What follows belongs to an exercise in optimizing a design on an open flow for small area, a short achievable clock period and few clock cycles; a production flow would make more cautious choices. No functional check of the RTL was part of any run shown here. Power is estimated from default activity; no workload was simulated.

## flow/design.v (module list and top-level ports; edited modules follow where they fit)
// module rtc_fields_to_epoch_seconds_unit: 1360 lines
module rtc_fields_to_epoch_seconds_unit (
  input  logic      clk,
  input  logic      rst,
  input  logic      start,
  output logic      busy,
  input  rfes_pkg::rfes_in_t  fields,
  output logic      done,
  output rfes_pkg::rfes_out_t result,
  input  logic      cfg_write,
  input  logic      cfg_index,
  input  logic      cfg_data
);
  // ...
==> flow/flow/run.sh <==
#!/bin/bash
# Standard layout, with the port buffers made of the smallest buffer cell and
# Yosys's generic fine-grained ABC pass skipped, so that the adders written as
# gates reach full-adder extraction as written.
set -euo pipefail
bash standard.sh SYNTH_ARGS=-noabc BUFFER_PORTS_ARGS="-buffer_cell sky130_fd_sc_hd__buf_1" finish > standard_flow.log 2>&1
==> flow/standard.sh <==
#!/bin/bash
# synth_recipe.tcl (not shown) runs the flow's synth.tcl, then flattens the netlist and writes it again
# the make line also repeats each setting of config.mk as NAME=value (left out here)
make -C /OpenROAD-flow-scripts/flow DESIGN_CONFIG=/design/flow/config.mk WORK_HOME=/design/flow/orfs CLKGATE_MAP_FILE= SYNTH_SCRIPT=/design/flow/synth_recipe.tcl "${@:-finish}"
==> flow/config.mk <==
export PLATFORM = sky130hd
export DESIGN_NAME = rtc_fields_to_epoch_seconds_unit
export DESIGN_NICKNAME = rtc_fields_to_epoch_seconds_unit
export VERILOG_FILES = /design/flow/design.v
export SDC_FILE = /design/flow/constraint.sdc
export NUM_CORES = 4
export LEC_CHECK = 0
export CAP_MARGIN = 20
export CORE_MARGIN = 2
export CORE_UTILIZATION = 40
export SETUP_SLACK_MARGIN = 4.5
export SLEW_MARGIN = 20
==> flow/constraint.sdc <==
create_clock -name core_clock -period 8.0 [get_ports {clk}]
set_input_delay 1.6000 -clock core_clock [delete_from_list [all_inputs] [get_ports {clk}]]
set_output_delay 1.6000 -clock core_clock [all_outputs]
set_load 0.01 [all_outputs]
==> summary.txt, run 1 <==
* Seq pwr share at 0.231
* Root Driver: clkbuf_16
* Unique masters post-synth at 60
* Area post-placement at 0.007297 mm^2
* Arr. time, crit path at 2550 ps
* Vias post-DR at 4939
* Sw frac at 0.4238
* Initial DRT Pass Iterations at 5
* Die X at 135.8 um
* Outcome: no timing/DRC/antenna violations
* Synth async-reset ratio at 0
* WP buf/inv at 1
* Met3 GRT Util at 0.02461
* Multi-input logic portion of the cell area at 0.5801
* Max VDD drop at 167.3 uV
* Post-route cell area at 0.007840 mm^2
* Max_cap viols at 0
* Post-Route WL at 14.19 mm
* Non-clock buffering overhead at 0.05777
* Setup slack, reg-to-reg at 4830 ps
* Worst-margin pin slew at 876.9 ps
* Clock Path Buffers at 2
* Crit-path slowest cell: fa_2
* Nets at 949
* M1 GR Usage at 0.2301
==> module rtc_fields_to_epoch_seconds_unit, before the edit <==
module rtc_fields_to_epoch_seconds_unit (
  input  logic      clk,
  input  logic      rst,
  input  logic      start,
  output logic      busy,
  input  rfes_pkg::rfes_in_t  fields,
  output logic      done,
  output rfes_pkg::rfes_out_t result,
  input  logic      cfg_write,
  input  logic      cfg_index,
  input  logic      cfg_data
);
  logic        bcd_mode;
  logic        twelve_hour_mode;
  always_ff @(posedge clk) begin
    if (rst) begin
      bcd_mode         <= 1'b1;
      twelve_hour_mode <= 1'b0;
    end else if (cfg_write) begin
      case (cfg_index)
        rfes_pkg::CFG_BCD_MODE:  bcd_mode         <= cfg_data;
        rfes_pkg::CFG_TWELVE_HR: twelve_hour_mode <= cfg_data;
        default:       bcd_mode         <= bcd_mode;
      endcase
    end
  end
  assign busy = 1'b0;
  logic [5:0]  sec6;
  logic [5:0]  min6;
  logic [4:0]  hv5;
  logic [4:0]  day5;
  logic [6:0]  yr7;
  logic [3:0]  mon4;
  logic [3:0]  h4;
  logic [4:0]  hr5;
  logic        leap;
  logic [3:0]  ml;
  logic        err_sec, err_min, err_hr, err_day, err_mon, err_yr, err_all;
  logic t0;
  logic t1;
  logic t2;
  logic t3;
  logic t4;
  logic t5;
  logic t6;
  logic t7;
  logic t8;
  logic t9;
  logic t10;
  logic t11;
  logic t12;
  logic t13;
  logic t14;
  logic t15;
  logic t16;
  logic t17;
  logic t18;
  logic t19;
  logic t20;
  logic t21;
  logic t22;
  logic t23;
  logic t24;
  logic t25;
  logic t26;
  logic t27;
  logic t28;
  logic t29;
  logic t30;
  logic t31;
  logic t32;
  logic t33;
  logic t34;
  logic t35;
  logic t36;
  logic t37;
  logic t38;
  logic t39;
  logic t40;
  logic t41;
  logic t42;
  logic t43;
  logic t44;
  logic t45;
  logic t46;
  logic t47;
  logic t48;
  logic t49;
  logic t50;
  logic t51;
  logic t52;
  logic t53;
  logic t54;
  logic t55;
  logic t56;
  logic t57;
  logic t58;
  logic t59;
  logic t60;
  logic t61;
  logic t62;
  logic t63;
  logic t64;
  logic t65;
  logic t66;
  logic t67;
  logic t68;
  logic t69;
  logic t70;
  logic t71;
  logic t72;
  logic t73;
  logic t74;
  logic t75;
  logic t76;
  logic t77;
  logic t78;
  logic t79;
  logic t80;
  logic t81;
  logic t82;
  logic t83;
  logic t84;
  logic t85;
  logic t86;
  logic t87;
  logic t88;
  logic t89;
  logic t90;
  logic t91;
  logic t92;
  logic t93;
  logic t94;
  logic t95;
  logic t96;
  logic t97;
  logic t98;
  logic t99;
  logic t100;
  logic t101;
  logic t102;
  logic t103;
  logic t104;
  logic t105;
  logic t106;
  logic t107;
  logic t108;
  logic t109;
  logic t110;
  logic t111;
  logic t112;
  logic t113;
  logic t114;
  logic t115;
  logic t116;
  logic t117;
  logic t118;
  logic t119;
  logic t120;
  logic t121;
  logic t122;
  logic t123;
  logic t124;
  logic t125;
  logic t126;
  logic t127;
  logic t128;
  logic t129;
  logic t130;
  logic t131;
  logic t132;
  logic t133;
  logic t134;
  logic t135;
  logic t136;
  logic t137;
  logic t138;
  logic t139;
  logic t140;
  logic t141;
  logic t142;
  logic t143;
  logic t144;
  logic t145;
  logic t146;
  logic t147;
  logic t148;
  logic t149;
  logic t150;
  logic t151;
  logic t152;
  logic t153;
  logic t154;
  logic t155;
  logic t156;
  logic t157;
  logic t158;
  logic t159;
  logic t160;
  assign t0 = bcd_mode & fields.raw_seconds[4];
  assign t1 = bcd_mode & fields.raw_seconds[5];
  assign t2 = bcd_mode ? fields.raw_seconds[6] : fields.raw_seconds[4];
  assign t3 = ~bcd_mode & fields.raw_seconds[5];
  assign t4 = ~bcd_mode & fields.raw_seconds[6];
  assign t5 = fields.raw_seconds[3] ^ fields.raw_seconds[4];
  assign t6 = fields.raw_seconds[3] & fields.raw_seconds[4];
  assign t7 = fields.raw_seconds[5] ^ t3;
  assign t8 = fields.raw_seconds[5] & t3;
  assign t9 = fields.raw_seconds[6] ^ t4;
  assign t10 = fields.raw_seconds[6] & t4;
  assign t11 = fields.raw_seconds[1] ^ t0;
  assign t12 = fields.raw_seconds[2] ^ t1;
  assign t13 = t2 ^ t5;
  assign t14 = t7 ^ t6;
  assign t15 = t9 ^ t8;
  assign t16 = fields.raw_seconds[1] & t0;
  assign t17 = fields.raw_seconds[2] & t1;
  assign t18 = t2 & t5;
  assign t19 = t7 & t6;
  assign t20 = t9 & t8;
  assign t21 = t17 | (t12 & t16);
  assign t22 = t12 & t11;
  assign t23 = t19 | (t14 & t18);
  assign t24 = t14 & t13;
  assign t25 = t18 | (t13 & t21);
  assign t26 = t13 & t22;
  assign t27 = t23 | (t24 & t21);
  assign t28 = t24 & t22;
  assign t29 = t20 | (t15 & t27);
  assign t30 = t12 ^ t16;
  assign t31 = t13 ^ t21;
  assign t32 = t14 ^ t25;
  assign t33 = t15 ^ t27;
  assign t34 = bcd_mode & fields.raw_minutes[4];
  assign t35 = bcd_mode & fields.raw_minutes[5];
  assign t36 = bcd_mode ? fields.raw_minutes[6] : fields.raw_minutes[4];
  assign t37 = ~bcd_mode & fields.raw_minutes[5];
  assign t38 = ~bcd_mode & fields.raw_minutes[6];
  assign t39 = fields.raw_minutes[3] ^ fields.raw_minutes[4];
  assign t40 = fields.raw_minutes[3] & fields.raw_minutes[4];
  assign t41 = fields.raw_minutes[5] ^ t37;
  assign t42 = fields.raw_minutes[5] & t37;
  assign t43 = fields.raw_minutes[6] ^ t38;
  assign t44 = fields.raw_minutes[6] & t38;
  assign t45 = fields.raw_minutes[1] ^ t34;
  assign t46 = fields.raw_minutes[2] ^ t35;
  assign t47 = t36 ^ t39;
  assign t48 = t41 ^ t40;
  assign t49 = t43 ^ t42;
  assign t50 = fields.raw_minutes[1] & t34;
  assign t51 = fields.raw_minutes[2] & t35;
  assign t52 = t36 & t39;
  assign t53 = t41 & t40;
  assign t54 = t43 & t42;
  assign t55 = t51 | (t46 & t50);
  assign t56 = t46 & t45;
  assign t57 = t53 | (t48 & t52);
  assign t58 = t48 & t47;
  assign t59 = t52 | (t47 & t55);
  assign t60 = t47 & t56;
  assign t61 = t57 | (t58 & t55);
  assign t62 = t58 & t56;
  assign t63 = t54 | (t49 & t61);
  assign t64 = t46 ^ t50;
  assign t65 = t47 ^ t55;
  assign t66 = t48 ^ t59;
  assign t67 = t49 ^ t61;
  assign t68 = bcd_mode & fields.raw_hours[4];
  assign t69 = bcd_mode & fields.raw_hours[5];
  assign t70 = ~bcd_mode & fields.raw_hours[4];
  assign t71 = ~bcd_mode & fields.raw_hours[5];
  assign t72 = fields.raw_hours[3] ^ fields.raw_hours[4];
  assign t73 = fields.raw_hours[3] & fields.raw_hours[4];
  assign t74 = fields.raw_hours[5] ^ t71;
  assign t75 = fields.raw_hours[5] & t71;
  assign t76 = fields.raw_hours[1] ^ t68;
  assign t77 = fields.raw_hours[2] ^ t69;
  assign t78 = t70 ^ t72;
  assign t79 = t74 ^ t73;
  assign t80 = fields.raw_hours[1] & t68;
  assign t81 = fields.raw_hours[2] & t69;
  assign t82 = t70 & t72;
  assign t83 = t74 & t73;
  assign t84 = t81 | (t77 & t80);
  assign t85 = t77 & t76;
  assign t86 = t83 | (t79 & t82);
  assign t87 = t82 | (t78 & t84);
  assign t88 = t78 & t85;
  assign t89 = t86 | (t79 & t84);
  assign t90 = t77 ^ t80;
  assign t91 = t78 ^ t84;
  assign t92 = t79 ^ t87;
  assign t93 = bcd_mode & fields.raw_monthday[4];
  assign t94 = bcd_mode & fields.raw_monthday[5];
  assign t95 = ~bcd_mode & fields.raw_monthday[4];
  assign t96 = ~bcd_mode & fields.raw_monthday[5];
  assign t97 = fields.raw_monthday[3] ^ fields.raw_monthday[4];
  assign t98 = fields.raw_monthday[3] & fields.raw_monthday[4];
  assign t99 = fields.raw_monthday[5] ^ t96;
  assign t100 = fields.raw_monthday[5] & t96;
  assign t101 = fields.raw_monthday[1] ^ t93;
  assign t102 = fields.raw_monthday[2] ^ t94;
  assign t103 = t95 ^ t97;
  assign t104 = t99 ^ t98;
  assign t105 = fields.raw_monthday[1] & t93;
  assign t106 = fields.raw_monthday[2] & t94;
  assign t107 = t95 & t97;
  assign t108 = t99 & t98;
  assign t109 = t106 | (t102 & t105);
  assign t110 = t102 & t101;
  assign t111 = t108 | (t104 & t107);
  assign t112 = t107 | (t103 & t109);
  assign t113 = t103 & t110;
  assign t114 = t111 | (t104 & t109);
  assign t115 = t102 ^ t105;
  assign t116 = t103 ^ t109;
  assign t117 = t104 ^ t112;
  assign t118 = bcd_mode & fields.raw_year[4];
  assign t119 = bcd_mode & fields.raw_year[5];
  assign t120 = bcd_mode ? fields.raw_year[6] : fields.raw_year[4];
  assign t121 = bcd_mode ? fields.raw_year[7] : fields.raw_year[5];
  assign t122 = ~bcd_mode & fields.raw_year[6];
  assign t123 = ~bcd_mode & fields.raw_year[7];
  assign t124 = fields.raw_year[3] ^ fields.raw_year[4];
  assign t125 = fields.raw_year[3] & fields.raw_year[4];
  assign t126 = fields.raw_year[5] ^ t121;
  assign t127 = fields.raw_year[5] & t121;
  assign t128 = fields.raw_year[6] ^ t122;
  assign t129 = fields.raw_year[6] & t122;
  assign t130 = fields.raw_year[7] ^ t123;
  assign t131 = fields.raw_year[7] & t123;
  assign t132 = fields.raw_year[1] ^ t118;
  assign t133 = fields.raw_year[2] ^ t119;
  assign t134 = t120 ^ t124;
  assign t135 = t126 ^ t125;
  assign t136 = t128 ^ t127;
  assign t137 = t130 ^ t129;
  assign t138 = fields.raw_year[1] & t118;
  assign t139 = fields.raw_year[2] & t119;
  assign t140 = t120 & t124;
  assign t141 = t126 & t125;
  assign t142 = t128 & t127;
  assign t143 = t130 & t129;
  assign t144 = t139 | (t133 & t138);
  assign t145 = t133 & t132;
  assign t146 = t141 | (t135 & t140);
  assign t147 = t135 & t134;
  assign t148 = t143 | (t137 & t142);
  assign t149 = t140 | (t134 & t144);
  assign t150 = t134 & t145;
  assign t151 = t146 | (t147 & t144);
  assign t152 = t147 & t145;
  assign t153 = t142 | (t136 & t151);
  assign t154 = t136 & t152;
  assign t155 = t148 | (t137 & t151);
  assign t156 = t133 ^ t138;
  assign t157 = t134 ^ t144;
  assign t158 = t135 ^ t149;
  assign t159 = t136 ^ t151;
  assign t160 = t137 ^ t153;
  assign sec6 = {t33, t32, t31, t30, t11, fields.raw_seconds[0]};
  assign min6 = {t67, t66, t65, t64, t45, fields.raw_minutes[0]};
  assign hv5 = {t92, t91, t90, t76, fields.raw_hours[0]};
  assign day5 = {t117, t116, t115, t101, fields.raw_monthday[0]};
  assign yr7 = {t160, t159, t158, t157, t156, t132, fields.raw_year[0]};
  always_comb begin
    err_sec = bcd_mode ? rfes_pkg::bcd_gt59(fields.raw_seconds) : rfes_pkg::gt8(fields.raw_seconds, 8'd59);
    err_min = bcd_mode ? rfes_pkg::bcd_gt59(fields.raw_minutes) : rfes_pkg::gt8(fields.raw_minutes, 8'd59);
    if (twelve_hour_mode) begin
      err_hr = bcd_mode ? rfes_pkg::bcd_bad_1_12(fields.raw_hours[6:0]) :
                          ((fields.raw_hours[6:0] == 7'd0) ||
                           rfes_pkg::gt8({1'b0, fields.raw_hours[6:0]}, 8'd12));
    end else begin
      err_hr = bcd_mode ? rfes_pkg::bcd_gt23(fields.raw_hours) : rfes_pkg::gt8(fields.raw_hours, 8'd23);
    end
    err_mon = bcd_mode ? (rfes_pkg::bcd_bad_1_12(fields.raw_month[6:0]) || fields.raw_month[7]) :
                         ((fields.raw_month == 8'd0) || rfes_pkg::gt8(fields.raw_month, 8'd12));
    err_yr  = bcd_mode ? rfes_pkg::bcd_gt99(fields.raw_year) : rfes_pkg::gt8(fields.raw_year, 8'd99);
  end
  always_comb begin
    if (bcd_mode && fields.raw_month[4]) begin
      mon4 = {1'b1, fields.raw_month[1], ~fields.raw_month[1], fields.raw_month[0]};
    end else begin
      mon4 = fields.raw_month[3:0];
    end
    if (bcd_mode && fields.raw_hours[4]) begin
      h4 = {1'b1, fields.raw_hours[1], ~fields.raw_hours[1], fields.raw_hours[0]};
    end else begin
      h4 = fields.raw_hours[3:0];
    end
    hr5 = twelve_hour_mode ? rfes_pkg::hour12(h4, fields.raw_hours[7]) : hv5;
    if (bcd_mode) begin
      leap = !fields.raw_year[0] && (fields.raw_year[1] == fields.raw_year[4]);
    end else begin
      leap = (fields.raw_year[1:0] == 2'b00);
    end
    ml[0] = (mon4 == 4'd2) && !leap;
    ml[1] = (mon4 == 4'd2) && leap;
    ml[2] = (mon4 == 4'd4) || (mon4 == 4'd6) || (mon4 == 4'd9) || (mon4 == 4'd11);
    ml[3] = !(ml[0] || ml[1] || ml[2]);
    err_day = (fields.raw_monthday == 8'd0) || rfes_pkg::day_gt(fields.raw_monthday, bcd_mode, ml);
    err_all = err_sec || err_min || err_hr || err_day || err_mon || err_yr;
  end
  logic        v_q;
  logic        err_q;
  logic [4:0]  q_q;
  logic [1:0]  r_q;
  logic [3:0]  mon_q;
  logic [4:0]  day_q;
  logic [4:0]  hr_q;
  logic [5:0]  min_q;
  logic [5:0]  sec_q;
  always_ff @(posedge clk) begin
    if (rst) begin
      v_q <= 1'b0;
    end else begin
      v_q <= start;
    end
  end
  always_ff @(posedge clk) begin
    err_q <= err_all;
    q_q   <= yr7[6:2];
    r_q   <= yr7[1:0];
    mon_q <= mon4;
    day_q <= day5;
    hr_q  <= hr5;
    min_q <= min6;
    sec_q <= sec6;
  end
  logic [31:0] tab;
  logic [31:0] epoch;
  logic        leap_q;
  assign leap_q = (r_q == 2'd0);
  always_comb begin
    case (mon_q)
      4'd1: tab = leap_q ? 32'd676164100 : 32'd676250500;
      4'd2: tab = leap_q ? 32'd678842500 : 32'd678928900;
      4'd3: tab = 32'd681348100;
      4'd4: tab = 32'd684026500;
      4'd5: tab = 32'd686618500;
      4'd6: tab = 32'd689296900;
      4'd7: tab = 32'd691888900;
      4'd8: tab = 32'd694567300;
      4'd9: tab = 32'd697245700;
      4'd10: tab = 32'd699837700;
      4'd11: tab = 32'd702516100;
      4'd12: tab = 32'd705108100;
      default: tab = 32'd0;
    endcase
  end
  logic t161;
  logic t162;
  logic t163;
  logic t164;
  logic t165;
  logic t166;
  logic t167;
  logic t168;
  logic t169;
  logic t170;
  logic t171;
  logic t172;
  logic t173;
  logic t174;
  logic t175;
  logic t176;
  logic t177;
  logic t178;
  logic t179;
  logic t180;
  logic t181;
  logic t182;
  logic t183;
  logic t184;
  logic t185;
  logic t186;
  logic t187;
  logic t188;
  logic t189;
  logic t190;
  logic t191;
  logic t192;
  logic t193;
  logic t194;
  logic t195;
  logic t196;
  logic t197;
  logic t198;
  logic t199;
  logic t200;
  logic t201;
  logic t202;
  logic t203;
  logic t204;
  logic t205;
  logic t206;
  logic t207;
  logic t208;
  logic t209;
  logic t210;
  logic t211;
  logic t212;
  logic t213;
  logic t214;
  logic t215;
  logic t216;
  logic t217;
  logic t218;
  logic t219;
  logic t220;
  logic t221;
  logic t222;
  logic t223;
  logic t224;
  logic t225;
  logic t226;
  logic t227;
  logic t228;
  logic t229;
  logic t230;
  logic t231;
  logic t232;
  logic t233;
  logic t234;
  logic t235;
  logic t236;
  logic t237;
  logic t238;
  logic t239;
  logic t240;
  logic t241;
  logic t242;
  logic t243;
  logic t244;
  logic t245;
  logic t246;
  logic t247;
  logic t248;
  logic t249;
  logic t250;
  logic t251;
  logic t252;
  logic t253;
  logic t254;
  logic t255;
  logic t256;
  logic t257;
  logic t258;
  logic t259;
  logic t260;
  logic t261;
  logic t262;
  logic t263;
  logic t264;
  logic t265;
  logic t266;
  logic t267;
  logic t268;
  logic t269;
  logic t270;
  logic t271;
  logic t272;
  logic t273;
  logic t274;
  logic t275;
  logic t276;
  logic t277;
  logic t278;
  logic t279;
  logic t280;
  logic t281;
  logic t282;
  logic t283;
  logic t284;
  logic t285;
  logic t286;
  logic t287;
  logic t288;
  logic t289;
  logic t290;
  logic t291;
  logic t292;
  logic t293;
  logic t294;
  logic t295;
  logic t296;
  logic t297;
  logic t298;
  logic t299;
  logic t300;
  logic t301;
  logic t302;
  logic t303;
  logic t304;
  logic t305;
  logic t306;
  logic t307;
  logic t308;
  logic t309;
  logic t310;
  logic t311;
  logic t312;
  logic t313;
  logic t314;
  logic t315;
  logic t316;
  logic t317;
  logic t318;
  logic t319;
  logic t320;
  assign t161 = ~q_q[0] ^ day_q[0];
  assign t162 = ~q_q[0] & day_q[0];
  assign t163 = ~q_q[1] ^ day_q[1] ^ day_q[0];
  assign t164 = (~q_q[1] & day_q[1]) | (day_q[0] & (~q_q[1] ^ day_q[1]));
  assign t165 = ~q_q[2] ^ day_q[2];
  assign t166 = ~q_q[2] & day_q[2];
  assign t167 = ~q_q[3] ^ day_q[3] ^ day_q[2];
  assign t168 = (~q_q[3] & day_q[3]) | (day_q[2] & (~q_q[3] ^ day_q[3]));
  assign t169 = ~q_q[4] ^ day_q[4] ^ day_q[3];
  assign t170 = (~q_q[4] & day_q[4]) | (day_q[3] & (~q_q[4] ^ day_q[4]));
  assign t171 = day_q[4] ^ day_q[0];
  assign t172 = day_q[4] & day_q[0];
  assign t173 = q_q[0] ^ day_q[1];
  assign t174 = q_q[0] & day_q[1];
  assign t175 = q_q[1] ^ day_q[2];
  assign t176 = q_q[1] & day_q[2];
  assign t177 = q_q[2] ^ day_q[3];
  assign t178 = q_q[2] & day_q[3];
  assign t179 = q_q[3] ^ day_q[4] ^ day_q[2];
  assign t180 = (q_q[3] & day_q[4]) | (day_q[2] & (q_q[3] ^ day_q[4]));
  assign t181 = q_q[4] ^ ~q_q[0];
  assign t182 = q_q[4] & ~q_q[0];
  assign t183 = hr_q[3] ^ ~min_q[5] ^ min_q[1];
  assign t184 = (hr_q[3] & ~min_q[5]) | (min_q[1] & (hr_q[3] ^ ~min_q[5]));
  assign t185 = hr_q[4] ^ min_q[2] ^ ~r_q[1];
  assign t186 = (hr_q[4] & min_q[2]) | (~r_q[1] & (hr_q[4] ^ min_q[2]));
  assign t187 = tab[8] ^ t162;
  assign t188 = tab[8] & t162;
  assign t189 = day_q[1] ^ ~hr_q[0] ^ min_q[3];
  assign t190 = (day_q[1] & ~hr_q[0]) | (min_q[3] & (day_q[1] ^ ~hr_q[0]));
  assign t191 = tab[9] ^ t165 ^ t164;
  assign t192 = (tab[9] & t165) | (t164 & (tab[9] ^ t165));
  assign t193 = ~hr_q[1] ^ min_q[4] ^ r_q[0];
  assign t194 = (~hr_q[1] & min_q[4]) | (r_q[0] & (~hr_q[1] ^ min_q[4]));
  assign t195 = tab[10] ^ t166 ^ t167;
  assign t196 = (tab[10] & t166) | (t167 & (tab[10] ^ t166));
  assign t197 = ~hr_q[2] ^ min_q[5] ^ r_q[1];
  assign t198 = (~hr_q[2] & min_q[5]) | (r_q[1] & (~hr_q[2] ^ min_q[5]));
  assign t199 = tab[11] ^ t169 ^ t168;
  assign t200 = (tab[11] & t169) | (t168 & (tab[11] ^ t169));
  assign t201 = ~hr_q[3] ^ hr_q[0] ^ ~r_q[0];
  assign t202 = (~hr_q[3] & hr_q[0]) | (~r_q[0] & (~hr_q[3] ^ hr_q[0]));
  assign t203 = tab[12] ^ t171 ^ t170;
  assign t204 = (tab[12] & t171) | (t170 & (tab[12] ^ t171));
  assign t205 = ~hr_q[4] ^ hr_q[1] ^ ~r_q[1];
  assign t206 = (~hr_q[4] & hr_q[1]) | (~r_q[1] & (~hr_q[4] ^ hr_q[1]));
  assign t207 = tab[13] ^ t173 ^ t172;
  assign t208 = (tab[13] & t173) | (t172 & (tab[13] ^ t173));
  assign t209 = day_q[0] ^ hr_q[2] ^ r_q[0];
  assign t210 = (day_q[0] & hr_q[2]) | (r_q[0] & (day_q[0] ^ hr_q[2]));
  assign t211 = tab[14] ^ t175 ^ t174;
  assign t212 = (tab[14] & t175) | (t174 & (tab[14] ^ t175));
  assign t213 = day_q[1] ^ hr_q[3] ^ r_q[1];
  assign t214 = (day_q[1] & hr_q[3]) | (r_q[1] & (day_q[1] ^ hr_q[3]));
  assign t215 = tab[15] ^ t177 ^ t176;
  assign t216 = (tab[15] & t177) | (t176 & (tab[15] ^ t177));
  assign t217 = day_q[0] ^ hr_q[4] ^ r_q[0];
  assign t218 = (day_q[0] & hr_q[4]) | (r_q[0] & (day_q[0] ^ hr_q[4]));
  assign t219 = tab[16] ^ t178 ^ t179;
  assign t220 = (tab[16] & t178) | (t179 & (tab[16] ^ t178));
  assign t221 = day_q[3] ^ day_q[1] ^ r_q[1];
  assign t222 = (day_q[3] & day_q[1]) | (r_q[1] & (day_q[3] ^ day_q[1]));
  assign t223 = tab[17] ^ t181 ^ t180;
  assign t224 = (tab[17] & t181) | (t180 & (tab[17] ^ t181));
  assign t225 = ~q_q[1] ^ day_q[4] ^ day_q[2];
  assign t226 = (~q_q[1] & day_q[4]) | (day_q[2] & (~q_q[1] ^ day_q[4]));
  assign t227 = 1'b1 ^ t182;
  assign t228 = 1'b1 & t182;
  assign t229 = ~q_q[2] ^ q_q[0] ^ day_q[3];
  assign t230 = (~q_q[2] & q_q[0]) | (day_q[3] & (~q_q[2] ^ q_q[0]));
  assign t231 = ~q_q[3] ^ q_q[1];
  assign t232 = ~q_q[3] & q_q[1];
  assign t233 = ~q_q[4] ^ q_q[2];
  assign t234 = ~q_q[4] & q_q[2];
  assign t235 = ~r_q[0] ^ tab[7];
  assign t236 = ~r_q[0] & tab[7];
  assign t237 = t163 ^ t185 ^ t184;
  assign t238 = (t163 & t185) | (t184 & (t163 ^ t185));
  assign t239 = t189 ^ t186 ^ t188;
  assign t240 = (t189 & t186) | (t188 & (t189 ^ t186));
  assign t241 = t193 ^ t190 ^ t195;
  assign t242 = (t193 & t190) | (t195 & (t193 ^ t190));
  assign t243 = t197 ^ t194 ^ t199;
  assign t244 = (t197 & t194) | (t199 & (t197 ^ t194));
  assign t245 = t201 ^ t198 ^ t203;
  assign t246 = (t201 & t198) | (t203 & (t201 ^ t198));
  assign t247 = t205 ^ t202 ^ t207;
  assign t248 = (t205 & t202) | (t207 & (t205 ^ t202));
  assign t249 = t209 ^ t206 ^ t211;
  assign t250 = (t209 & t206) | (t211 & (t209 ^ t206));
  assign t251 = t213 ^ t210 ^ t215;
  assign t252 = (t213 & t210) | (t215 & (t213 ^ t210));
  assign t253 = t217 ^ t214 ^ t216;
  assign t254 = (t217 & t214) | (t216 & (t217 ^ t214));
  assign t255 = t221 ^ t218 ^ t223;
  assign t256 = (t221 & t218) | (t223 & (t221 ^ t218));
  assign t257 = t225 ^ t222 ^ t227;
  assign t258 = (t225 & t222) | (t227 & (t225 ^ t222));
  assign t259 = tab[19] ^ t229 ^ t226;
  assign t260 = (tab[19] & t229) | (t226 & (tab[19] ^ t229));
  assign t261 = day_q[4] ^ tab[20] ^ t231;
  assign t262 = (day_q[4] & tab[20]) | (t231 & (day_q[4] ^ tab[20]));
  assign t263 = ~r_q[0] ^ tab[21] ^ t233;
  assign t264 = (~r_q[0] & tab[21]) | (t233 & (~r_q[0] ^ tab[21]));
  assign t265 = q_q[3] ^ ~r_q[1] ^ tab[22];
  assign t266 = (q_q[3] & ~r_q[1]) | (tab[22] & (q_q[3] ^ ~r_q[1]));
  assign t267 = q_q[4] ^ ~q_q[0];
  assign t268 = q_q[4] & ~q_q[0];
  assign t269 = ~min_q[0] ^ sec_q[2];
  assign t270 = ~min_q[0] & sec_q[2];
  assign t271 = ~min_q[1] ^ sec_q[3];
  assign t272 = ~min_q[1] & sec_q[3];
  assign t273 = hr_q[0] ^ ~min_q[2] ^ sec_q[4];
  assign t274 = (hr_q[0] & ~min_q[2]) | (sec_q[4] & (hr_q[0] ^ ~min_q[2]));
  assign t275 = hr_q[1] ^ ~min_q[3] ^ sec_q[5];
  assign t276 = (hr_q[1] & ~min_q[3]) | (sec_q[5] & (hr_q[1] ^ ~min_q[3]));
  assign t277 = hr_q[2] ^ ~min_q[4] ^ min_q[0];
  assign t278 = (hr_q[2] & ~min_q[4]) | (min_q[0] & (hr_q[2] ^ ~min_q[4]));
  assign t279 = t161 ^ t235 ^ t183;
  assign t280 = (t161 & t235) | (t183 & (t161 ^ t235));
  assign t281 = t236 ^ t187 ^ t237;
  assign t282 = (t236 & t187) | (t237 & (t236 ^ t187));
  assign t283 = t191 ^ t238 ^ t239;
  assign t284 = (t191 & t238) | (t239 & (t191 ^ t238));
  assign t285 = t192 ^ t240 ^ t241;
  assign t286 = (t192 & t240) | (t241 & (t192 ^ t240));
  assign t287 = t196 ^ t243 ^ t242;
  assign t288 = (t196 & t243) | (t242 & (t196 ^ t243));
  assign t289 = t200 ^ t245 ^ t244;
  assign t290 = (t200 & t245) | (t244 & (t200 ^ t245));
  assign t291 = t204 ^ t247 ^ t246;
  assign t292 = (t204 & t247) | (t246 & (t204 ^ t247));
  assign t293 = t208 ^ t249 ^ t248;
  assign t294 = (t208 & t249) | (t248 & (t208 ^ t249));
  assign t295 = t212 ^ t251 ^ t250;
  assign t296 = (t212 & t251) | (t250 & (t212 ^ t251));
  assign t297 = t219 ^ t253 ^ t252;
  assign t298 = (t219 & t253) | (t252 & (t219 ^ t253));
  assign t299 = t220 ^ t254 ^ t255;
  assign t300 = (t220 & t254) | (t255 & (t220 ^ t254));
  assign t301 = t224 ^ t257 ^ t256;
  assign t302 = (t224 & t257) | (t256 & (t224 ^ t257));
  assign t303 = t228 ^ t259 ^ t258;
  assign t304 = (t228 & t259) | (t258 & (t228 ^ t259));
  assign t305 = t230 ^ t261 ^ t260;
  assign t306 = (t230 & t261) | (t260 & (t230 ^ t261));
  assign t307 = t232 ^ t263 ^ t262;
  assign t308 = (t232 & t263) | (t262 & (t232 ^ t263));
  assign t309 = t234 ^ t265 ^ t264;
  assign t310 = (t234 & t265) | (t264 & (t234 ^ t265));
  assign t311 = tab[23] ^ t267 ^ t266;
  assign t312 = (tab[23] & t267) | (t266 & (tab[23] ^ t267));
  assign t313 = ~q_q[1] ^ tab[24] ^ t268;
  assign t314 = (~q_q[1] & tab[24]) | (t268 & (~q_q[1] ^ tab[24]));
  assign t315 = ~q_q[2] ^ r_q[0] ^ tab[25];
  assign t316 = (~q_q[2] & r_q[0]) | (tab[25] & (~q_q[2] ^ r_q[0]));
  assign t317 = ~q_q[3] ^ r_q[1];
  assign t318 = ~q_q[3] & r_q[1];
  assign t319 = ~q_q[4] ^ q_q[0] ^ 1'b1;
  assign t320 = (~q_q[4] & q_q[0]) | (1'b1 & (~q_q[4] ^ q_q[0]));
  logic        v2_q;
  logic        err2_q;
  logic        cs0_q_0;
  logic        cs0_q_1;
  logic        cs0_q_2;
  logic        cs1_q_2;
  logic        cs0_q_3;
  logic        cs1_q_3;
  logic        cs0_q_4;
  logic        cs1_q_4;
  logic        cs0_q_5;
  logic        cs1_q_5;
  logic        cs0_q_6;
  logic        cs1_q_6;
  logic        cs0_q_7;
  logic        cs1_q_7;
  logic        cs0_q_8;
  logic        cs1_q_8;
  logic        cs0_q_9;
  logic        cs1_q_9;
  logic        cs0_q_10;
  logic        cs1_q_10;
  logic        cs0_q_11;
  logic        cs1_q_11;
  logic        cs0_q_12;
  logic        cs1_q_12;
  logic        cs0_q_13;
  logic        cs1_q_13;
  logic        cs0_q_14;
  logic        cs1_q_14;
  logic        cs0_q_15;
  logic        cs1_q_15;
  logic        cs0_q_16;
  logic        cs1_q_16;
  logic        cs0_q_17;
  logic        cs1_q_17;
  logic        cs0_q_18;
  logic        cs1_q_18;
  logic        cs0_q_19;
  logic        cs1_q_19;
  logic        cs0_q_20;
  logic        cs1_q_20;
  logic        cs0_q_21;
  logic        cs1_q_21;
  logic        cs0_q_22;
  logic        cs1_q_22;
  logic        cs0_q_23;
  logic        cs1_q_23;
  logic        cs0_q_24;
  logic        cs1_q_24;
  logic        cs0_q_25;
  logic        cs1_q_25;
  logic        cs0_q_26;
  logic        cs1_q_26;
  logic        cs0_q_27;
  logic        cs1_q_27;
  logic        cs0_q_28;
  logic        cs1_q_28;
  logic        cs0_q_29;
  logic        cs1_q_29;
  logic        cs0_q_30;
  logic        cs0_q_31;
  always_ff @(posedge clk) begin
    if (rst) begin
      v2_q <= 1'b0;
    end else begin
      v2_q <= v_q;
    end
  end
  always_ff @(posedge clk) begin
    err2_q <= err_q;
    cs0_q_0 <= sec_q[0];
    cs0_q_1 <= sec_q[1];
    cs0_q_2 <= 1'b1;
    cs1_q_2 <= t269;
    cs0_q_3 <= t271;
    cs1_q_3 <= t270;
    cs0_q_4 <= t273;
    cs1_q_4 <= t272;
    cs0_q_5 <= t275;
    cs1_q_5 <= t274;
    cs0_q_6 <= t277;
    cs1_q_6 <= t276;
    cs0_q_7 <= t279;
    cs1_q_7 <= t278;
    cs0_q_8 <= t281;
    cs1_q_8 <= t280;
    cs0_q_9 <= t283;
    cs1_q_9 <= t282;
    cs0_q_10 <= t285;
    cs1_q_10 <= t284;
    cs0_q_11 <= t287;
    cs1_q_11 <= t286;
    cs0_q_12 <= t289;
    cs1_q_12 <= t288;
    cs0_q_13 <= t291;
    cs1_q_13 <= t290;
    cs0_q_14 <= t293;
    cs1_q_14 <= t292;
    cs0_q_15 <= t295;
    cs1_q_15 <= t294;
    cs0_q_16 <= t297;
    cs1_q_16 <= t296;
    cs0_q_17 <= t299;
    cs1_q_17 <= t298;
    cs0_q_18 <= t301;
    cs1_q_18 <= t300;
    cs0_q_19 <= t303;
    cs1_q_19 <= t302;
    cs0_q_20 <= t305;
    cs1_q_20 <= t304;
    cs0_q_21 <= t307;
    cs1_q_21 <= t306;
    cs0_q_22 <= t309;
    cs1_q_22 <= t308;
    cs0_q_23 <= t311;
    cs1_q_23 <= t310;
    cs0_q_24 <= t313;
    cs1_q_24 <= t312;
    cs0_q_25 <= t315;
    cs1_q_25 <= t314;
    cs0_q_26 <= t317;
    cs1_q_26 <= t316;
    cs0_q_27 <= t319;
    cs1_q_27 <= t318;
    cs0_q_28 <= q_q[1];
    cs1_q_28 <= t320;
    cs0_q_29 <= q_q[2];
    cs1_q_29 <= 1'b1;
    cs0_q_30 <= q_q[3];
    cs0_q_31 <= q_q[4];
  end
  logic t321;
  logic t322;
  logic t323;
  logic t324;
  logic t325;
  logic t326;
  logic t327;
  logic t328;
  logic t329;
  logic t330;
  logic t331;
  logic t332;
  logic t333;
  logic t334;
  logic t335;
  logic t336;
  logic t337;
  logic t338;
  logic t339;
  logic t340;
  logic t341;
  logic t342;
  logic t343;
  logic t344;
  logic t345;
  logic t346;
  logic t347;
  logic t348;
  logic t349;
  logic t350;
  logic t351;
  logic t352;
  logic t353;
  logic t354;
  logic t355;
  logic t356;
  logic t357;
  logic t358;
  logic t359;
  logic t360;
  logic t361;
  logic t362;
  logic t363;
  logic t364;
  logic t365;
  logic t366;
  logic t367;
  logic t368;
  logic t369;
  logic t370;
  logic t371;
  logic t372;
  logic t373;
  logic t374;
  logic t375;
  logic t376;
  logic t377;
  logic t378;
  logic t379;
  logic t380;
  logic t381;
  logic t382;
  logic t383;
  logic t384;
  logic t385;
  logic t386;
  logic t387;
  logic t388;
  logic t389;
  logic t390;
  logic t391;
  logic t392;
  logic t393;
  logic t394;
  logic t395;
  logic t396;
  logic t397;
  logic t398;
  logic t399;
  logic t400;
  logic t401;
  logic t402;
  logic t403;
  logic t404;
  logic t405;
  logic t406;
  logic t407;
  logic t408;
  logic t409;
  logic t410;
  logic t411;
  logic t412;
  logic t413;
  logic t414;
  logic t415;
  logic t416;
  logic t417;
  logic t418;
  logic t419;
  logic t420;
  logic t421;
  logic t422;
  logic t423;
  logic t424;
  logic t425;
  logic t426;
  logic t427;
  logic t428;
  logic t429;
  logic t430;
  logic t431;
  logic t432;
  logic t433;
  logic t434;
  logic t435;
  logic t436;
  logic t437;
  logic t438;
  logic t439;
  logic t440;
  logic t441;
  logic t442;
  logic t443;
  logic t444;
  logic t445;
  logic t446;
  logic t447;
  logic t448;
  logic t449;
  logic t450;
  logic t451;
  logic t452;
  logic t453;
  logic t454;
  logic t455;
  logic t456;
  logic t457;
  logic t458;
  logic t459;
  logic t460;
  logic t461;
  logic t462;
  logic t463;
  logic t464;
  logic t465;
  logic t466;
  logic t467;
  logic t468;
  logic t469;
  logic t470;
  logic t471;
  logic t472;
  logic t473;
  logic t474;
  logic t475;
  logic t476;
  logic t477;
  logic t478;
  logic t479;
  logic t480;
  logic t481;
  logic t482;
  logic t483;
  logic t484;
  logic t485;
  logic t486;
  logic t487;
  logic t488;
  logic t489;
  logic t490;
  logic t491;
  logic t492;
  logic t493;
  logic t494;
  logic t495;
  logic t496;
  logic t497;
  logic t498;
  logic t499;
  logic t500;
  logic t501;
  logic t502;
  logic t503;
  logic t504;
  logic t505;
  logic t506;
  logic t507;
  logic t508;
  logic t509;
  logic t510;
  logic t511;
  logic t512;
  logic t513;
  logic t514;
  logic t515;
  logic t516;
  logic t517;
  logic t518;
  logic t519;
  logic t520;
  logic t521;
  logic t522;
  logic t523;
  logic t524;
  logic t525;
  logic t526;
  logic t527;
  logic t528;
  logic t529;
  logic t530;
  logic t531;
  logic t532;
  logic t533;
  logic t534;
  logic t535;
  logic t536;
  logic t537;
  logic t538;
  logic t539;
  logic t540;
  logic t541;
  logic t542;
  logic t543;
  logic t544;
  logic t545;
  logic t546;
  logic t547;
  assign t321 = cs0_q_2 ^ cs1_q_2;
  assign t322 = cs0_q_3 ^ cs1_q_3;
  assign t323 = cs0_q_4 ^ cs1_q_4;
  assign t324 = cs0_q_5 ^ cs1_q_5;
  assign t325 = cs0_q_6 ^ cs1_q_6;
  assign t326 = cs0_q_7 ^ cs1_q_7;
  assign t327 = cs0_q_8 ^ cs1_q_8;
  assign t328 = cs0_q_9 ^ cs1_q_9;
  assign t329 = cs0_q_10 ^ cs1_q_10;
  assign t330 = cs0_q_11 ^ cs1_q_11;
  assign t331 = cs0_q_12 ^ cs1_q_12;
  assign t332 = cs0_q_13 ^ cs1_q_13;
  assign t333 = cs0_q_14 ^ cs1_q_14;
  assign t334 = cs0_q_15 ^ cs1_q_15;
  assign t335 = cs0_q_16 ^ cs1_q_16;
  assign t336 = cs0_q_17 ^ cs1_q_17;
  assign t337 = cs0_q_18 ^ cs1_q_18;
  assign t338 = cs0_q_19 ^ cs1_q_19;
  assign t339 = cs0_q_20 ^ cs1_q_20;
  assign t340 = cs0_q_21 ^ cs1_q_21;
  assign t341 = cs0_q_22 ^ cs1_q_22;
  assign t342 = cs0_q_23 ^ cs1_q_23;
  assign t343 = cs0_q_24 ^ cs1_q_24;
  assign t344 = cs0_q_25 ^ cs1_q_25;
  assign t345 = cs0_q_26 ^ cs1_q_26;
  assign t346 = cs0_q_27 ^ cs1_q_27;
  assign t347 = cs0_q_28 ^ cs1_q_28;
  assign t348 = cs0_q_29 ^ cs1_q_29;
  assign t349 = cs0_q_30 ^ 1'b0;
  assign t350 = cs0_q_31 ^ 1'b0;
  assign t351 = cs0_q_2 & cs1_q_2;
  assign t352 = cs0_q_3 & cs1_q_3;
  assign t353 = cs0_q_4 & cs1_q_4;
  assign t354 = cs0_q_5 & cs1_q_5;
  assign t355 = cs0_q_6 & cs1_q_6;
  assign t356 = cs0_q_7 & cs1_q_7;
  assign t357 = cs0_q_8 & cs1_q_8;
  assign t358 = cs0_q_9 & cs1_q_9;
  assign t359 = cs0_q_10 & cs1_q_10;
  assign t360 = cs0_q_11 & cs1_q_11;
  assign t361 = cs0_q_12 & cs1_q_12;
  assign t362 = cs0_q_13 & cs1_q_13;
  assign t363 = cs0_q_14 & cs1_q_14;
  assign t364 = cs0_q_15 & cs1_q_15;
  assign t365 = cs0_q_16 & cs1_q_16;
  assign t366 = cs0_q_17 & cs1_q_17;
  assign t367 = cs0_q_18 & cs1_q_18;
  assign t368 = cs0_q_19 & cs1_q_19;
  assign t369 = cs0_q_20 & cs1_q_20;
  assign t370 = cs0_q_21 & cs1_q_21;
  assign t371 = cs0_q_22 & cs1_q_22;
  assign t372 = cs0_q_23 & cs1_q_23;
  assign t373 = cs0_q_24 & cs1_q_24;
  assign t374 = cs0_q_25 & cs1_q_25;
  assign t375 = cs0_q_26 & cs1_q_26;
  assign t376 = cs0_q_27 & cs1_q_27;
  assign t377 = cs0_q_28 & cs1_q_28;
  assign t378 = cs0_q_29 & cs1_q_29;
  assign t379 = cs0_q_30 & 1'b0;
  assign t380 = cs0_q_31 & 1'b0;
  assign t381 = t352 | (t322 & t351);
  assign t382 = t322 & t321;
  assign t383 = t354 | (t324 & t353);
  assign t384 = t324 & t323;
  assign t385 = t356 | (t326 & t355);
  assign t386 = t326 & t325;
  assign t387 = t358 | (t328 & t357);
  assign t388 = t328 & t327;
  assign t389 = t360 | (t330 & t359);
  assign t390 = t330 & t329;
  assign t391 = t362 | (t332 & t361);
  assign t392 = t332 & t331;
  assign t393 = t364 | (t334 & t363);
  assign t394 = t334 & t333;
  assign t395 = t366 | (t336 & t365);
  assign t396 = t336 & t335;
  assign t397 = t368 | (t338 & t367);
  assign t398 = t338 & t337;
  assign t399 = t370 | (t340 & t369);
  assign t400 = t340 & t339;
  assign t401 = t372 | (t342 & t371);
  assign t402 = t342 & t341;
  assign t403 = t374 | (t344 & t373);
  assign t404 = t344 & t343;
  assign t405 = t376 | (t346 & t375);
  assign t406 = t346 & t345;
  assign t407 = t378 | (t348 & t377);
  assign t408 = t348 & t347;
  assign t409 = t380 | (t350 & t379);
  assign t410 = t353 | (t323 & t381);
  assign t411 = t323 & t382;
  assign t412 = t383 | (t384 & t381);
  assign t413 = t384 & t382;
  assign t414 = t357 | (t327 & t385);
  assign t415 = t327 & t386;
  assign t416 = t387 | (t388 & t385);
  assign t417 = t388 & t386;
  assign t418 = t361 | (t331 & t389);
  assign t419 = t331 & t390;
  assign t420 = t391 | (t392 & t389);
  assign t421 = t392 & t390;
  assign t422 = t365 | (t335 & t393);
  assign t423 = t335 & t394;
  assign t424 = t395 | (t396 & t393);
  assign t425 = t396 & t394;
  assign t426 = t369 | (t339 & t397);
  assign t427 = t339 & t398;
  assign t428 = t399 | (t400 & t397);
  assign t429 = t400 & t398;
  assign t430 = t373 | (t343 & t401);
  assign t431 = t343 & t402;
  assign t432 = t403 | (t404 & t401);
  assign t433 = t404 & t402;
  assign t434 = t377 | (t347 & t405);
  assign t435 = t347 & t406;
  assign t436 = t407 | (t408 & t405);
  assign t437 = t408 & t406;
  assign t438 = t355 | (t325 & t412);
  assign t439 = t325 & t413;
  assign t440 = t385 | (t386 & t412);
  assign t441 = t386 & t413;
  assign t442 = t414 | (t415 & t412);
  assign t443 = t415 & t413;
  assign t444 = t416 | (t417 & t412);
  assign t445 = t417 & t413;
  assign t446 = t363 | (t333 & t420);
  assign t447 = t333 & t421;
  assign t448 = t393 | (t394 & t420);
  assign t449 = t394 & t421;
  assign t450 = t422 | (t423 & t420);
  assign t451 = t423 & t421;
  assign t452 = t424 | (t425 & t420);
  assign t453 = t425 & t421;
  assign t454 = t371 | (t341 & t428);
  assign t455 = t341 & t429;
  assign t456 = t401 | (t402 & t428);
  assign t457 = t402 & t429;
  assign t458 = t430 | (t431 & t428);
  assign t459 = t431 & t429;
  assign t460 = t432 | (t433 & t428);
  assign t461 = t433 & t429;
  assign t462 = t379 | (t349 & t436);
  assign t463 = t349 & t437;
  assign t464 = t409 | (t350 & t436);
  assign t465 = t359 | (t329 & t444);
  assign t466 = t329 & t445;
  assign t467 = t389 | (t390 & t444);
  assign t468 = t390 & t445;
  assign t469 = t418 | (t419 & t444);
  assign t470 = t419 & t445;
  assign t471 = t420 | (t421 & t444);
  assign t472 = t421 & t445;
  assign t473 = t446 | (t447 & t444);
  assign t474 = t447 & t445;
  assign t475 = t448 | (t449 & t444);
  assign t476 = t449 & t445;
  assign t477 = t450 | (t451 & t444);
  assign t478 = t451 & t445;
  assign t479 = t452 | (t453 & t444);
  assign t480 = t453 & t445;
  assign t481 = t375 | (t345 & t460);
  assign t482 = t345 & t461;
  assign t483 = t405 | (t406 & t460);
  assign t484 = t406 & t461;
  assign t485 = t434 | (t435 & t460);
  assign t486 = t435 & t461;
  assign t487 = t436 | (t437 & t460);
  assign t488 = t437 & t461;
  assign t489 = t462 | (t463 & t460);
  assign t490 = t463 & t461;
  assign t491 = t464 | (t350 & t460);
  assign t492 = t367 | (t337 & t479);
  assign t493 = t337 & t480;
  assign t494 = t397 | (t398 & t479);
  assign t495 = t398 & t480;
  assign t496 = t426 | (t427 & t479);
  assign t497 = t427 & t480;
  assign t498 = t428 | (t429 & t479);
  assign t499 = t429 & t480;
  assign t500 = t454 | (t455 & t479);
  assign t501 = t455 & t480;
  assign t502 = t456 | (t457 & t479);
  assign t503 = t457 & t480;
  assign t504 = t458 | (t459 & t479);
  assign t505 = t459 & t480;
  assign t506 = t460 | (t461 & t479);
  assign t507 = t461 & t480;
  assign t508 = t481 | (t482 & t479);
  assign t509 = t482 & t480;
  assign t510 = t483 | (t484 & t479);
  assign t511 = t484 & t480;
  assign t512 = t485 | (t486 & t479);
  assign t513 = t486 & t480;
  assign t514 = t487 | (t488 & t479);
  assign t515 = t488 & t480;
  assign t516 = t489 | (t490 & t479);
  assign t517 = t490 & t480;
  assign t518 = t491 | (t350 & t479);
  assign t519 = t322 ^ t351;
  assign t520 = t323 ^ t381;
  assign t521 = t324 ^ t410;
  assign t522 = t325 ^ t412;
  assign t523 = t326 ^ t438;
  assign t524 = t327 ^ t440;
  assign t525 = t328 ^ t442;
  assign t526 = t329 ^ t444;
  assign t527 = t330 ^ t465;
  assign t528 = t331 ^ t467;
  assign t529 = t332 ^ t469;
  assign t530 = t333 ^ t471;
  assign t531 = t334 ^ t473;
  assign t532 = t335 ^ t475;
  assign t533 = t336 ^ t477;
  assign t534 = t337 ^ t479;
  assign t535 = t338 ^ t492;
  assign t536 = t339 ^ t494;
  assign t537 = t340 ^ t496;
  assign t538 = t341 ^ t498;
  assign t539 = t342 ^ t500;
  assign t540 = t343 ^ t502;
  assign t541 = t344 ^ t504;
  assign t542 = t345 ^ t506;
  assign t543 = t346 ^ t508;
  assign t544 = t347 ^ t510;
  assign t545 = t348 ^ t512;
  assign t546 = t349 ^ t514;
  assign t547 = t350 ^ t516;
  assign epoch = {t547, t546, t545, t544, t543, t542, t541, t540, t539, t538, t537, t536, t535, t534, t533, t532, t531, t530, t529, t528, t527, t526, t525, t524, t523, t522, t521, t520, t519, t321, cs0_q_1, cs0_q_0};
  assign done   = v2_q;
  assign result = {epoch, err2_q};
endmodule
==> inputs of run 2 (changes only) <==
--- a/flow/design.v
+++ b/flow/design.v
@@ -827,40 +827,40 @@
   assign t186 = (hr_q[4] & min_q[2]) | (~r_q[1] & (hr_q[4] ^ min_q[2]));
-  assign t187 = tab[8] ^ t162;
-  assign t188 = tab[8] & t162;
+  assign t187 = t162 ^ t163;
+  assign t188 = t162 & t163;
   assign t189 = day_q[1] ^ ~hr_q[0] ^ min_q[3];
   assign t190 = (day_q[1] & ~hr_q[0]) | (min_q[3] & (day_q[1] ^ ~hr_q[0]));
-  assign t191 = tab[9] ^ t165 ^ t164;
-  assign t192 = (tab[9] & t165) | (t164 & (tab[9] ^ t165));
+  assign t191 = t165 ^ t164 ^ tab[9];
+  assign t192 = (t165 & t164) | (tab[9] & (t165 ^ t164));
   assign t193 = ~hr_q[1] ^ min_q[4] ^ r_q[0];
   assign t194 = (~hr_q[1] & min_q[4]) | (r_q[0] & (~hr_q[1] ^ min_q[4]));
-  assign t195 = tab[10] ^ t166 ^ t167;
-  assign t196 = (tab[10] & t166) | (t167 & (tab[10] ^ t166));
+  assign t195 = t166 ^ t167 ^ tab[10];
+  assign t196 = (t166 & t167) | (tab[10] & (t166 ^ t167));
   assign t197 = ~hr_q[2] ^ min_q[5] ^ r_q[1];
   assign t198 = (~hr_q[2] & min_q[5]) | (r_q[1] & (~hr_q[2] ^ min_q[5]));
-  assign t199 = tab[11] ^ t169 ^ t168;
-  assign t200 = (tab[11] & t169) | (t168 & (tab[11] ^ t169));
+  assign t199 = t169 ^ t168 ^ tab[11];
+  assign t200 = (t169 & t168) | (tab[11] & (t169 ^ t168));
   assign t201 = ~hr_q[3] ^ hr_q[0] ^ ~r_q[0];
   assign t202 = (~hr_q[3] & hr_q[0]) | (~r_q[0] & (~hr_q[3] ^ hr_q[0]));
-  assign t203 = tab[12] ^ t171 ^ t170;
-  assign t204 = (tab[12] & t171) | (t170 & (tab[12] ^ t171));
+  assign t203 = t171 ^ t170 ^ tab[12];
+  assign t204 = (t171 & t170) | (tab[12] & (t171 ^ t170));
   assign t205 = ~hr_q[4] ^ hr_q[1] ^ ~r_q[1];
   assign t206 = (~hr_q[4] & hr_q[1]) | (~r_q[1] & (~hr_q[4] ^ hr_q[1]));
-  assign t207 = tab[13] ^ t173 ^ t172;
-  assign t208 = (tab[13] & t173) | (t172 & (tab[13] ^ t173));
+  assign t207 = t173 ^ t172 ^ tab[13];
+  assign t208 = (t173 & t172) | (tab[13] & (t173 ^ t172));
   assign t209 = day_q[0] ^ hr_q[2] ^ r_q[0];
   assign t210 = (day_q[0] & hr_q[2]) | (r_q[0] & (day_q[0] ^ hr_q[2]));
-  assign t211 = tab[14] ^ t175 ^ t174;
-  assign t212 = (tab[14] & t175) | (t174 & (tab[14] ^ t175));
+  assign t211 = t175 ^ t174 ^ tab[14];
+  assign t212 = (t175 & t174) | (tab[14] & (t175 ^ t174));
   assign t213 = day_q[1] ^ hr_q[3] ^ r_q[1];
   assign t214 = (day_q[1] & hr_q[3]) | (r_q[1] & (day_q[1] ^ hr_q[3]));
-  assign t215 = tab[15] ^ t177 ^ t176;
-  assign t216 = (tab[15] & t177) | (t176 & (tab[15] ^ t177));
+  assign t215 = t177 ^ t176 ^ tab[15];
+  assign t216 = (t177 & t176) | (tab[15] & (t177 ^ t176));
   assign t217 = day_q[0] ^ hr_q[4] ^ r_q[0];
   assign t218 = (day_q[0] & hr_q[4]) | (r_q[0] & (day_q[0] ^ hr_q[4]));
-  assign t219 = tab[16] ^ t178 ^ t179;
-  assign t220 = (tab[16] & t178) | (t179 & (tab[16] ^ t178));
+  assign t219 = t178 ^ t179 ^ tab[16];
+  assign t220 = (t178 & t179) | (tab[16] & (t178 ^ t179));
   assign t221 = day_q[3] ^ day_q[1] ^ r_q[1];
   assign t222 = (day_q[3] & day_q[1]) | (r_q[1] & (day_q[3] ^ day_q[1]));
-  assign t223 = tab[17] ^ t181 ^ t180;
-  assign t224 = (tab[17] & t181) | (t180 & (tab[17] ^ t181));
+  assign t223 = t181 ^ t180 ^ tab[17];
+  assign t224 = (t181 & t180) | (tab[17] & (t181 ^ t180));
   assign t225 = ~q_q[1] ^ day_q[4] ^ day_q[2];
@@ -875,6 +875,6 @@
   assign t234 = ~q_q[4] & q_q[2];
-  assign t235 = ~r_q[0] ^ tab[7];
-  assign t236 = ~r_q[0] & tab[7];
-  assign t237 = t163 ^ t185 ^ t184;
-  assign t238 = (t163 & t185) | (t184 & (t163 ^ t185));
+  assign t235 = ~r_q[0] ^ t161;
+  assign t236 = ~r_q[0] & t161;
+  assign t237 = t185 ^ t184 ^ t187;
+  assign t238 = (t185 & t184) | (t187 & (t185 ^ t184));
   assign t239 = t189 ^ t186 ^ t188;
@@ -893,4 +893,4 @@
   assign t252 = (t213 & t210) | (t215 & (t213 ^ t210));
-  assign t253 = t217 ^ t214 ^ t216;
-  assign t254 = (t217 & t214) | (t216 & (t217 ^ t214));
+  assign t253 = t217 ^ t214 ^ t219;
+  assign t254 = (t217 & t214) | (t219 & (t217 ^ t214));
   assign t255 = t221 ^ t218 ^ t223;
@@ -899,10 +899,10 @@
   assign t258 = (t225 & t222) | (t227 & (t225 ^ t222));
-  assign t259 = tab[19] ^ t229 ^ t226;
-  assign t260 = (tab[19] & t229) | (t226 & (tab[19] ^ t229));
-  assign t261 = day_q[4] ^ tab[20] ^ t231;
-  assign t262 = (day_q[4] & tab[20]) | (t231 & (day_q[4] ^ tab[20]));
-  assign t263 = ~r_q[0] ^ tab[21] ^ t233;
-  assign t264 = (~r_q[0] & tab[21]) | (t233 & (~r_q[0] ^ tab[21]));
-  assign t265 = q_q[3] ^ ~r_q[1] ^ tab[22];
-  assign t266 = (q_q[3] & ~r_q[1]) | (tab[22] & (q_q[3] ^ ~r_q[1]));
+  assign t259 = t229 ^ t226 ^ t228;
+  assign t260 = (t229 & t226) | (t228 & (t229 ^ t226));
+  assign t261 = day_q[4] ^ t231 ^ t230;
+  assign t262 = (day_q[4] & t231) | (t230 & (day_q[4] ^ t231));
+  assign t263 = ~r_q[0] ^ t233 ^ t232;
+  assign t264 = (~r_q[0] & t233) | (t232 & (~r_q[0] ^ t233));
+  assign t265 = q_q[3] ^ ~r_q[1] ^ t234;
+  assign t266 = (q_q[3] & ~r_q[1]) | (t234 & (q_q[3] ^ ~r_q[1]));
   assign t267 = q_q[4] ^ ~q_q[0];
@@ -919,10 +919,10 @@
   assign t278 = (hr_q[2] & ~min_q[4]) | (min_q[0] & (hr_q[2] ^ ~min_q[4]));
-  assign t279 = t161 ^ t235 ^ t183;
-  assign t280 = (t161 & t235) | (t183 & (t161 ^ t235));
-  assign t281 = t236 ^ t187 ^ t237;
-  assign t282 = (t236 & t187) | (t237 & (t236 ^ t187));
-  assign t283 = t191 ^ t238 ^ t239;
-  assign t284 = (t191 & t238) | (t239 & (t191 ^ t238));
-  assign t285 = t192 ^ t240 ^ t241;
-  assign t286 = (t192 & t240) | (t241 & (t192 ^ t240));
+  assign t279 = t183 ^ t235 ^ tab[7];
+  assign t280 = (t183 & t235) | (tab[7] & (t183 ^ t235));
+  assign t281 = t236 ^ tab[8] ^ t237;
+  assign t282 = (t236 & tab[8]) | (t237 & (t236 ^ tab[8]));
+  assign t283 = t239 ^ t238 ^ t191;
+  assign t284 = (t239 & t238) | (t191 & (t239 ^ t238));
+  assign t285 = t240 ^ t192 ^ t241;
+  assign t286 = (t240 & t192) | (t241 & (t240 ^ t192));
   assign t287 = t196 ^ t243 ^ t242;
@@ -937,20 +937,20 @@
   assign t296 = (t212 & t251) | (t250 & (t212 ^ t251));
-  assign t297 = t219 ^ t253 ^ t252;
-  assign t298 = (t219 & t253) | (t252 & (t219 ^ t253));
-  assign t299 = t220 ^ t254 ^ t255;
-  assign t300 = (t220 & t254) | (t255 & (t220 ^ t254));
-  assign t301 = t224 ^ t257 ^ t256;
-  assign t302 = (t224 & t257) | (t256 & (t224 ^ t257));
-  assign t303 = t228 ^ t259 ^ t258;
-  assign t304 = (t228 & t259) | (t258 & (t228 ^ t259));
-  assign t305 = t230 ^ t261 ^ t260;
-  assign t306 = (t230 & t261) | (t260 & (t230 ^ t261));
-  assign t307 = t232 ^ t263 ^ t262;
-  assign t308 = (t232 & t263) | (t262 & (t232 ^ t263));
-  assign t309 = t234 ^ t265 ^ t264;
-  assign t310 = (t234 & t265) | (t264 & (t234 ^ t265));
-  assign t311 = tab[23] ^ t267 ^ t266;
-  assign t312 = (tab[23] & t267) | (t266 & (tab[23] ^ t267));
-  assign t313 = ~q_q[1] ^ tab[24] ^ t268;
-  assign t314 = (~q_q[1] & tab[24]) | (t268 & (~q_q[1] ^ tab[24]));
+  assign t297 = t216 ^ t253 ^ t252;
+  assign t298 = (t216 & t253) | (t252 & (t216 ^ t253));
+  assign t299 = t220 ^ t255 ^ t254;
+  assign t300 = (t220 & t255) | (t254 & (t220 ^ t255));
+  assign t301 = t257 ^ t224 ^ t256;
+  assign t302 = (t257 & t224) | (t256 & (t257 ^ t224));
+  assign t303 = tab[19] ^ t259 ^ t258;
+  assign t304 = (tab[19] & t259) | (t258 & (tab[19] ^ t259));
+  assign t305 = tab[20] ^ t261 ^ t260;
+  assign t306 = (tab[20] & t261) | (t260 & (tab[20] ^ t261));
+  assign t307 = t263 ^ tab[21] ^ t262;
+  assign t308 = (t263 & tab[21]) | (t262 & (t263 ^ tab[21]));
+  assign t309 = t265 ^ t264 ^ tab[22];
+  assign t310 = (t265 & t264) | (tab[22] & (t265 ^ t264));
+  assign t311 = t267 ^ t266 ^ tab[23];
+  assign t312 = (t267 & t266) | (tab[23] & (t267 ^ t266));
+  assign t313 = ~q_q[1] ^ t268 ^ tab[24];
+  assign t314 = (~q_q[1] & t268) | (tab[24] & (~q_q[1] ^ t268));
   assign t315 = ~q_q[2] ^ r_q[0] ^ tab[25];
--- a/flow/config.mk
+++ b/flow/config.mk
@@ -10,3 +10,3 @@
 export CORE_UTILIZATION = 40
-export SETUP_SLACK_MARGIN = 4.5
+export SETUP_SLACK_MARGIN = 3.5
 export SLEW_MARGIN = 20
==> run 2 against run 1 <==
Net effect: fmax is 8.7% lower; critical path type unchanged; area after synthesis is 0.56% lower; clock power is 0.9% lower; core utilization is 1.2 points lower; critical path depth is 2 higher; count of clock-buffer cells in the layout is 1 lower; sequential power is 0.6% lower; cell count is 1.5% lower; setup slack worse by 400 ps; synthesized cell count is 1.9% lower; final area is 2.6% lower; critical endpoint is now result[25].
==> summary.txt, run 2 <==
* Slew HR at 0.3861
* Vias per inst at 4.813
* Die X at 135.5 um (-0.27%)
* Ys flop type: dfxtp_1
* Clock latency on the worst-skew pair at 350 ps
* Core area at 0.01712 mm^2
* Cell area after synthesis at 0.006912 mm^2
* Syn Nets at 878
* Die span in y at 135.5 um
* Routed Antenna Nets at 0
* H-tree depth at 3
* Synth warn at 1
* Hold-critical path depth at 0
* Setup slack, reg-to-reg at 4660 ps (-170 ps)
* CP max FO at 4
* Total CTS buffers at 9
* Total gr overflow at 0
* Tcrit/Tclk final at 0.5682
* Overall Power at 3154 uW
* Outcome: no timing/DRC/antenna violations
* Post-route cell area at 0.007639 mm^2 (-2.6%)
* Largest net degree at the start of global routing at 32
* Post-route DRC violation count at 0
* WHS Endpoint: cs0_q_0
* CP Launch Type: flip-flop
* First-pass GRT wire length at 22.67 mm
* Slew Viols, Final at 0
* DP HPWL at 11.07 mm
* Worst-margin pin slew at 919.7 ps (+42.80 ps)
* Nets at 934 (-1.6%)
* R2R depth at 8
* Final Hold Viols at 0
* CP cell instances: fa_2 -> a211o_4 -> a21oi_4 -> o2bb2ai_4 -> a311o_2 -> a31oi_4 -> nor4b_1 -> or3_1 -> buf_1
* Post-layout minimum cycle time at 4546 ps
* Most instantiated cells after synthesis: dfxtp_1 (97), inv_1 (81), fa_1 (79)
* Crit-path slowest cell: a311o_2
* TritonCTS clock tree: yes
* RSZ-0062 raised after global routing: true
* Placer Congestion at 0.8830
* Net switching power at 1337 uW
* Register bit total from synthesis at 97
* Iter 0 DRT Violations at 218
* Sw frac at 0.4240 (about the same)
* Vias in the first global route at 4645
* Final setup TNS at 0 ps
* Commonest non-fill, non-tap cells in the layout: dfxtp_1 (96), inv_1 (81), buf_1 (81)
* Vias post-DR at 4669 (-5.5%)
* Seq pwr share at 0.247 (+0.016)
* Sink Count at 97
* Worst r2r src: mon_q[0]
* Final worst setup slack at 3454 ps
* Initial DRT Pass Iterations at 4 (-1)
* Critical Path RT at 6400 ps
* Clock Path Buffers at 2 (unchanged)
* FILL cells at 1673
* Clock-pin slew on the worst setup and hold paths at 70 ps
* Std cell rows at 48
* Synth async-reset ratio at 0 (unchanged)
* Max_cap viols at 0 (unchanged)
* Area post-placement at 0.007201 mm^2 (-1.3%)
* Comb power frac at 0.615
* Hold path startpoint: sec_q[0]
* Max VDD drop at 262.1 uV (+57%)
* P per Cell Area at 412.9 mW/mm^2
* Clock power frac at 0.137
* Largest registers: min_q x6, sec_q x6
* Die Area at 0.01835 mm^2
* Area grow syn2layout at 10.52%
* Placed insts at 946
* Worst setup EP type: primary output
* Post-Layout Cell Count at 970
* Top cells by area, synth: dfxtp_1 (28%), fa_1 (23%), ha_1 (11%)
* Worst Hold Class: reg -> reg
* Post-Route WL at 13.38 mm (-5.7%)
* Share of cells above drive strength 1 at 0.06980
* Fmax at 220.0 MHz
* Post-DR wirelength/cell at 13.79 um
* Clock skew at 9.670 ps
* Sequential cell area fraction in the yosys report at 0.2810
* R2r endpoint: cs0_q_10
* Initial Util at 0.4038
* Root Driver: clkbuf_16
* Cell with the most instances after synthesis: dfxtp_1
* Commonest non-fill, non-tap cell in the layout: dfxtp_1
* Post-synth EDFFs at 0
* Unique masters post-synth at 68 (+13%)
* Final setup vio count at 0
* Antenna violations before repair at 0
* Internal at 1816 uW
* Share of the synthesized area in the top cell type at 0.2810
* Kind of critical path: reg -> out
* Arr. time, crit path at 2950 ps (+400 ps)
* IO Pins at 89
* Area leader, netlist: dfxtp_1
* Antenna Diode Count at 0
* IO buf count at 87
* Total GRT Usage at 0.1575
* Leak at 0.003392 uW
* Syn avg cell area at 10.09 um^2
* Pre-CTS setup slack at 3531 ps
* Slowest stage delay, CP at 430 ps
* Cells after Synth at 685
-- run 2: routing by layer --
metal | share of wire | GRT usage | vias to the layer above | wire (um)
met4 | 0.017 | 0.05035 | 0 | 221
met2 | 0.45 | 0.2476 | 108 | 5970
met3 | 0.050 | 0.03180 | 20 | 665
met1 | 0.49 | 0.2190 | 2167 | 6520
li1 | - | - | 2374 | -
met5 | 0 | 0 | - | 0
-- run 2: worst max path at each step --
stage,startpoint,endpoint
after floorplan,cs1_q_2,result[25]
after global placement,cs1_q_2,result[25]
after detailed placement,cs1_q_2,result[25]
after CTS,cs1_q_3,result[25]
after global routing,cs1_q_3,result[25]
final,cs1_q_3,result[25]
-- run 2: area by class of cell --
| class | count | area, um^2 | area share |
|---|---|---|---|
| Sequential cell | 97 | 1943 | 0.2544 |
| Tap cell | 225 | 281.5 | 0.03686 |
| Multi-Input combinational cell | 455 | 4387 | 0.5743 |
| Clock inverter | 5 | 65.06 | 0.008518 |
| Inverter | 82 | 307.8 | 0.04029 |
| Timing Repair Buffer | 96 | 415.4 | 0.05438 |
| Clock buffer | 10 | 239.0 | 0.03129 |
-- run 2: critical path, delay by kind of cell (launching register included) --
family / cells / cell delay [ps]
fa+ha+maj: 1 / 400
compound gates: 5 / 1300
simple gates: 2 / 430
flops: 1 / 320
buf+inv: 1 / 130
-- run 2: power by group through the flow --
stage | logic (uW) | registers [uW] | clock network (uW)
6_report | 1940 | 780 | 434
5_1_grt | 2240 | 800 | 467
4_1_cts | 1950 | 783 | 449
3_5_place_dp | 1840 | 793 | 0
3_3_place_gp | 1830 | 790 | 0
2_1_floorplan | 1670 | 749 | 0
-- run 2: cell families after synthesis --
| kind of cell | Yosys count | share of synthesized area |
|---|---|---|
| compound gates | 139 | 0.1372 |
| xor+xnor | 36 | 0.04562 |
| fa+ha+maj | 139 | 0.3374 |
| buf+inv | 133 | 0.09069 |
| flops | 97 | 0.2810 |
| mux | 3 | 0.004887 |
| other cells | 1 | 0.0005426 |
| simple gates | 137 | 0.1026 |
-- run 2: metrics by stage --
stage	utilization	hold slack [ps]
2_1_floorplan	-	309.6
3_3_place_gp	0.4207	309.7
3_5_place_dp	0.4207	314.3
4_1_cts	0.4439	334.8
5_1_grt	0.4463	346.2
6_report	0.4463	329.9
-- run 2: timing repair --
item                                   CTS  global route
pin swaps                                5             3
gates resized for setup                 12             9
hold buffers                             0             0
setup endpoints to repair               11            10
setup buffers                            6             3
endpoints found under the hold margin    0             0

port drivers added, routing unchanged:
How much do the figures lean on ideal ports? The routed layouts below were timed once more, with nothing changed but the port constraints. Step 1 assumes that a clkbuf_16 drives the clock port and a buf_2 every other input. Step 2, shift: input delay + t, output delay - t, t = (earliest + latest rising clock arrival at the registers) / 2. This alone moves slack from input paths to output paths. a / b / c = ideal ports / drivers / drivers and shift; a / b = the first two.
run	shift t [ns]	setup WS [ns]	worst slew at a driven data input, ns
run 1	0.382	3.850 / 3.814 / 4.195	0.03
run 2	0.383	3.454 / 3.416 / 3.799	0.05
After both steps every run listed still meets setup and hold.
